What follows belongs to an exercise in optimizing a design on an open flow for small area, a short achievable clock period and few clock cycles; a production flow would make more cautious choices. At most, simulation tests tie the RTL to the original design; equivalence was not proved. Power is estimated from default activity; no workload was simulated.

// tag_value_order_message_parser
module tag_value_order_message_parser #(
  parameter int unsigned INSTRUMENT_BYTES = 8
) (
  input  logic        clk_i,
  input  logic        rst_ni,
  input  logic        cfg_valid_i,
  input  logic [7:0]  cfg_field_separator_i,
  output logic        cfg_ready_o,
  input  logic        in_valid_i,
  input  logic [7:0]  in_data_byte_i,
  input  logic        in_is_last_i,
  output logic        in_ready_o,
  output logic        out_valid_o,
  input  logic        out_ready_i,
  output logic [6:0]  out_present_mask_o,
  output logic [31:0] out_order_id_o,
  output logic [31:0] out_client_id_o,
  output logic [31:0] out_side_code_o,
  output logic [31:0] out_order_quantity_o,
  output logic [31:0] out_order_kind_o,
  output logic [31:0] out_limit_price_o,
  output logic [63:0] out_instrument_text_o,
  output logic [3:0]  out_instrument_length_o,
  output logic [1:0]  out_status_o
);
Settings: LEC_CHECK=0, CAP_MARGIN=20, CORE_MARGIN=2, CORE_UTILIZATION=55, CTS_BUF_LIST=sky130_fd_sc_hd__clkbuf_8, SETUP_SLACK_MARGIN=2.5, SLEW_MARGIN=20, TNS_END_PERCENT=5; clock period 6.0 ns.
standard.sh (not shown) runs the stock make flow with config.mk's settings and CLKGATE_MAP_FILE= SYNTH_SCRIPT=/design/flow/synth_recipe.tcl, a recipe that flattens the netlist after the stock synthesis.
==> flow/flow/run.sh <==
#!/bin/bash
# The standard layout, with two changes: the port buffers are buf_1 cells in place of
# the delay buffer buffer_ports picks on its own, and synthesis leaves adders to ABC
# (no full/half adder cells), which gives a faster accumulator. Each tool's output
# goes to standard.log.
set -euo pipefail
export BUFFER_PORTS_ARGS="-buffer_cell sky130_fd_sc_hd__buf_1"
export ADDER_MAP_FILE=
bash standard.sh finish > standard.log 2>&1
Testbench counts at the start, summed over its fixed seeds: cycles 68,502.
==> next run, changes <==
- CORE_UTILIZATION: 55 -> 45
- SETUP_SLACK_MARGIN: 2.5 -> 3.0
=> The new run passed the timing, design-rule and antenna checks. Power goes up by about 3%. Wire length climbs by 6.7%. Clock power barely changes. Via count rose by about 2.1%. Combinational power goes up by 12%. Clock skew goes down by 0.0080 ns. Worst hold slack is about the same.
==> next run, changes <==
--- a/flow/flow/run.sh
+++ b/flow/flow/run.sh
@@ -2 +2 @@
-# The standard layout, with two changes: the port buffers are buf_1 cells in place of
+# The standard layout, with two changes: the port buffers are buf_2 cells in place of
@@ -7 +7 @@
-export BUFFER_PORTS_ARGS="-buffer_cell sky130_fd_sc_hd__buf_1"
+export BUFFER_PORTS_ARGS="-buffer_cell sky130_fd_sc_hd__buf_2"
- CORE_UTILIZATION: 45 -> 40
- CTS_BUF_LIST: sky130_fd_sc_hd__clkbuf_8 -> unset
- SETUP_SLACK_MARGIN: 3.0 -> 3.5
After rerunning: Utilization went down by 3.4 points. Wire length went up by about 4%. Total power went up by 8.0%. Area after synthesis does not change. Sequential power is about the same. Final area went up by about 6%. Hold slack barely changes. Non-clock buffer count went up by 25. Die area went up by about 12%. Clock power went up by about 20%.
==> next run, changes <==
--- a/flow/flow/run.sh
+++ b/flow/flow/run.sh
@@ -2 +2 @@
-# The standard layout, with two changes: the port buffers are buf_2 cells in place of
+# The standard layout, with two changes: the port buffers are buf_1 cells in place of
@@ -7 +7 @@
-export BUFFER_PORTS_ARGS="-buffer_cell sky130_fd_sc_hd__buf_2"
+export BUFFER_PORTS_ARGS="-buffer_cell sky130_fd_sc_hd__buf_1"
- CORE_UTILIZATION: 40 -> 55
- CTS_BUF_LIST: unset -> sky130_fd_sc_hd__clkbuf_8
After rerunning:
- via count climbs by 3.2%
- routed wire length drops by 1.9%
- area after synthesis is unchanged
- worst setup slack improved by 0.064 ns
- sequential power stays flat
- count of clock-buffer cells in the layout climbs by 18
- critical path depth stays the same
==> next run, changes <==
- SETUP_SLACK_MARGIN: 3.5 -> 2.75
Via count decreases by 5.1%.
Sequential share of layout area increases by 2.5 points.
Final cell count decreases by 2.9%.
Area after synthesis stays the same.
==> next run, changes <==
- SETUP_SLACK_MARGIN: 2.75 -> 3.0
What happened:
- worst setup slack is better by 0.24 ns
- final cell count rose slightly
- final area came out higher slightly
- global-route usage went up by 0.99 points
- clock power grows by a few percent
- synthesized area does not change
- total power rose by a few percent
- clock-buffer cell count goes down by 4
- wire length is higher by a few percent
- sequential share of layout area came out lower by 0.72 points
- non-clock buffer count rose by 19

* * *

== maple ==
Another version of the RTL of tag_value_order_message_parser (not shown whole).
Size: roughly 2000 cells after synthesis, about 380 flip-flops, ~290 I/O pins.
==> flow/design.v (excerpt) <==
module tag_value_order_message_parser #(
  parameter int unsigned INSTRUMENT_BYTES = 8
) (
  input  logic        clk_i,
  input  logic        rst_ni,
  input  logic        cfg_valid_i,
  input  logic [7:0]  cfg_field_separator_i,
  output logic        cfg_ready_o,
  input  logic        in_valid_i,
  input  logic [7:0]  in_data_byte_i,
  input  logic        in_is_last_i,
  output logic        in_ready_o,
  output logic        out_valid_o,
  input  logic        out_ready_i,
  output logic [6:0]  out_present_mask_o,
  output logic [31:0] out_order_id_o,
  output logic [31:0] out_client_id_o,
  output logic [31:0] out_side_code_o,
  output logic [31:0] out_order_quantity_o,
  output logic [31:0] out_order_kind_o,
  output logic [31:0] out_limit_price_o,
  output logic [63:0] out_instrument_text_o,
  output logic [3:0]  out_instrument_length_o,
  output logic [1:0]  out_status_o
);
clock: 6.0 ns
lec_check: 0
cap_margin: 20
core_margin: 2
core_utilization: 40
setup_slack_margin: 3.5
slew_margin: 20
tns_end_percent: 5
run.sh (not shown) runs the stock make flow with config.mk's settings and CLKGATE_MAP_FILE= SYNTH_SCRIPT=/design/flow/synth_recipe.tcl, a recipe that flattens the netlist after the stock synthesis.
Stock flow here: none of the scripts above is used.
maple reached the final stage; the timing, design-rule and antenna checks on its layout passed.
The inputs of onyx differ from those of maple as listed below.
Settings: TNS_END_PERCENT: 5 -> unset.
Results
From maple to onyx the numbers moved as follows: top fanout value on the critical path now sits lower; core utilization now sits higher; detailed route wirelength on metal3 now sits higher; final critical-path required period now sits higher; fmax now sits lower.
| clock skew | higher: onyx |
Compared with maple, onyx shows final-layout clock buffer total lower by 5.
No functional check of the RTL was part of any run of this note.

* * *

tag_value_order_message_parser with an RTL version that a note above also has.
For scale: roughly 2000 cells after synthesis, ~380 flip-flops, ~290 I/O pins, ~0.017 mm2 of cells after synthesis.
export LEC_CHECK = 0
export CAP_MARGIN = 20
export CORE_MARGIN = 2
export CORE_UTILIZATION = 40
export SETUP_SLACK_MARGIN = 3.5
export SLEW_MARGIN = 20
export TNS_END_PERCENT = 5
create_clock -name core_clock -period 6.0 [get_ports {clk_i}]
standard.sh (not shown) runs the stock make flow with config.mk's settings and CLKGATE_MAP_FILE= SYNTH_SCRIPT=/design/flow/synth_recipe.tcl, a recipe that flattens the netlist after the stock synthesis.
==> flow/flow/run.sh <==
#!/bin/bash
# The standard layout, with the port buffers made of buf_2 cells in place of the
# delay buffer buffer_ports picks on its own. Each tool's output goes to standard.log.
set -euo pipefail
export BUFFER_PORTS_ARGS="-buffer_cell sky130_fd_sc_hd__buf_2"
bash standard.sh finish > standard.log 2>&1
The baseline finished clean.
Testbench counts at the start, summed over its fixed seeds: cycles 68,502.
Edit:
==> flow/flow/run.sh (replaced) <==
#!/bin/bash
# The standard layout, with two changes: the port buffers are buf_1 cells in place of
# the delay buffer buffer_ports picks on its own, and synthesis leaves adders to ABC
# (no full/half adder cells), which gives a faster accumulator. Each tool's output
# goes to standard.log.
set -euo pipefail
export BUFFER_PORTS_ARGS="-buffer_cell sky130_fd_sc_hd__buf_1"
export ADDER_MAP_FILE=
bash standard.sh finish > standard.log 2>&1
Settings changed: CORE_UTILIZATION 40 to 55, CTS_BUF_LIST set to sky130_fd_sc_hd__clkbuf_8, SETUP_SLACK_MARGIN 3.5 to 3.25.
Outcome: Worst setup slack gets better by 430 ps. Power is lower by 1.2%. Global-route usage is higher by 7.8 points.

==> separate check: timing with driven ports <==
Ports are ideal in the flow. The routed layouts listed here were re-timed in OpenROAD. Step 1 (the two cells are an assumption about what drives the block):
set clk [get_ports {clk_i}]
set_driving_cell -lib_cell sky130_fd_sc_hd__clkbuf_16 $clk
set_driving_cell -lib_cell sky130_fd_sc_hd__buf_2 [delete_from_list [all_inputs] $clk]
Step 2 moves the port delays by t, midway between the first and last clock arrival at a register: inputs arrive t later, outputs are due t later. That takes back most of the time a late clock gives input paths. Slacks: ideal ports / drivers / drivers and shift; pairs: ideal ports / drivers.
run | t, ns | slack for setup (ns) | hold slack, ns | slew at the worst register clock pin (ns) | pins driven straight from the clock port
the first run of note 1 | 0.635 | 2.328 / 2.328 / 2.328 | 0.452 / 0.452 / 0.452 | 0.06 / 0.06 | 1
the second run of note 1 | 0.680 | 2.753 / 2.753 / 2.753 | 0.450 / 0.450 / 0.450 | 0.07 / 0.07 | 1
the third run of note 1 | 0.632 | 2.813 / 2.813 / 2.813 | 0.451 / 0.451 / 0.451 | 0.06 / 0.06 | 1
the fourth run of note 1 | 0.634 | 2.878 / 2.878 / 2.878 | 0.451 / 0.451 / 0.451 | 0.07 / 0.07 | 1
the fifth run of note 1 | 0.639 | 2.656 / 2.656 / 2.656 | 0.452 / 0.452 / 0.452 | 0.07 / 0.07 | 1
the sixth run of note 1 | 0.658 | 2.892 / 2.892 / 2.892 | 0.452 / 0.452 / 0.452 | 0.07 / 0.07 | 1
maple | 0.612 | 2.616 / 2.616 / 2.616 | 0.447 / 0.447 / 0.447 | 0.07 / 0.07 | 1
onyx | 0.637 | 2.572 / 2.572 / 2.572 | 0.448 / 0.448 / 0.448 | 0.07 / 0.07 | 1
the first run of note 3 | 0.623 | 2.455 / 2.455 / 2.455 | 0.452 / 0.452 / 0.452 | 0.07 / 0.07 | 1
the second run of note 3 | 0.631 | 2.887 / 2.887 / 2.887 | 0.451 / 0.451 / 0.451 | 0.06 / 0.06 | 1
After both steps every run listed still meets setup and hold.
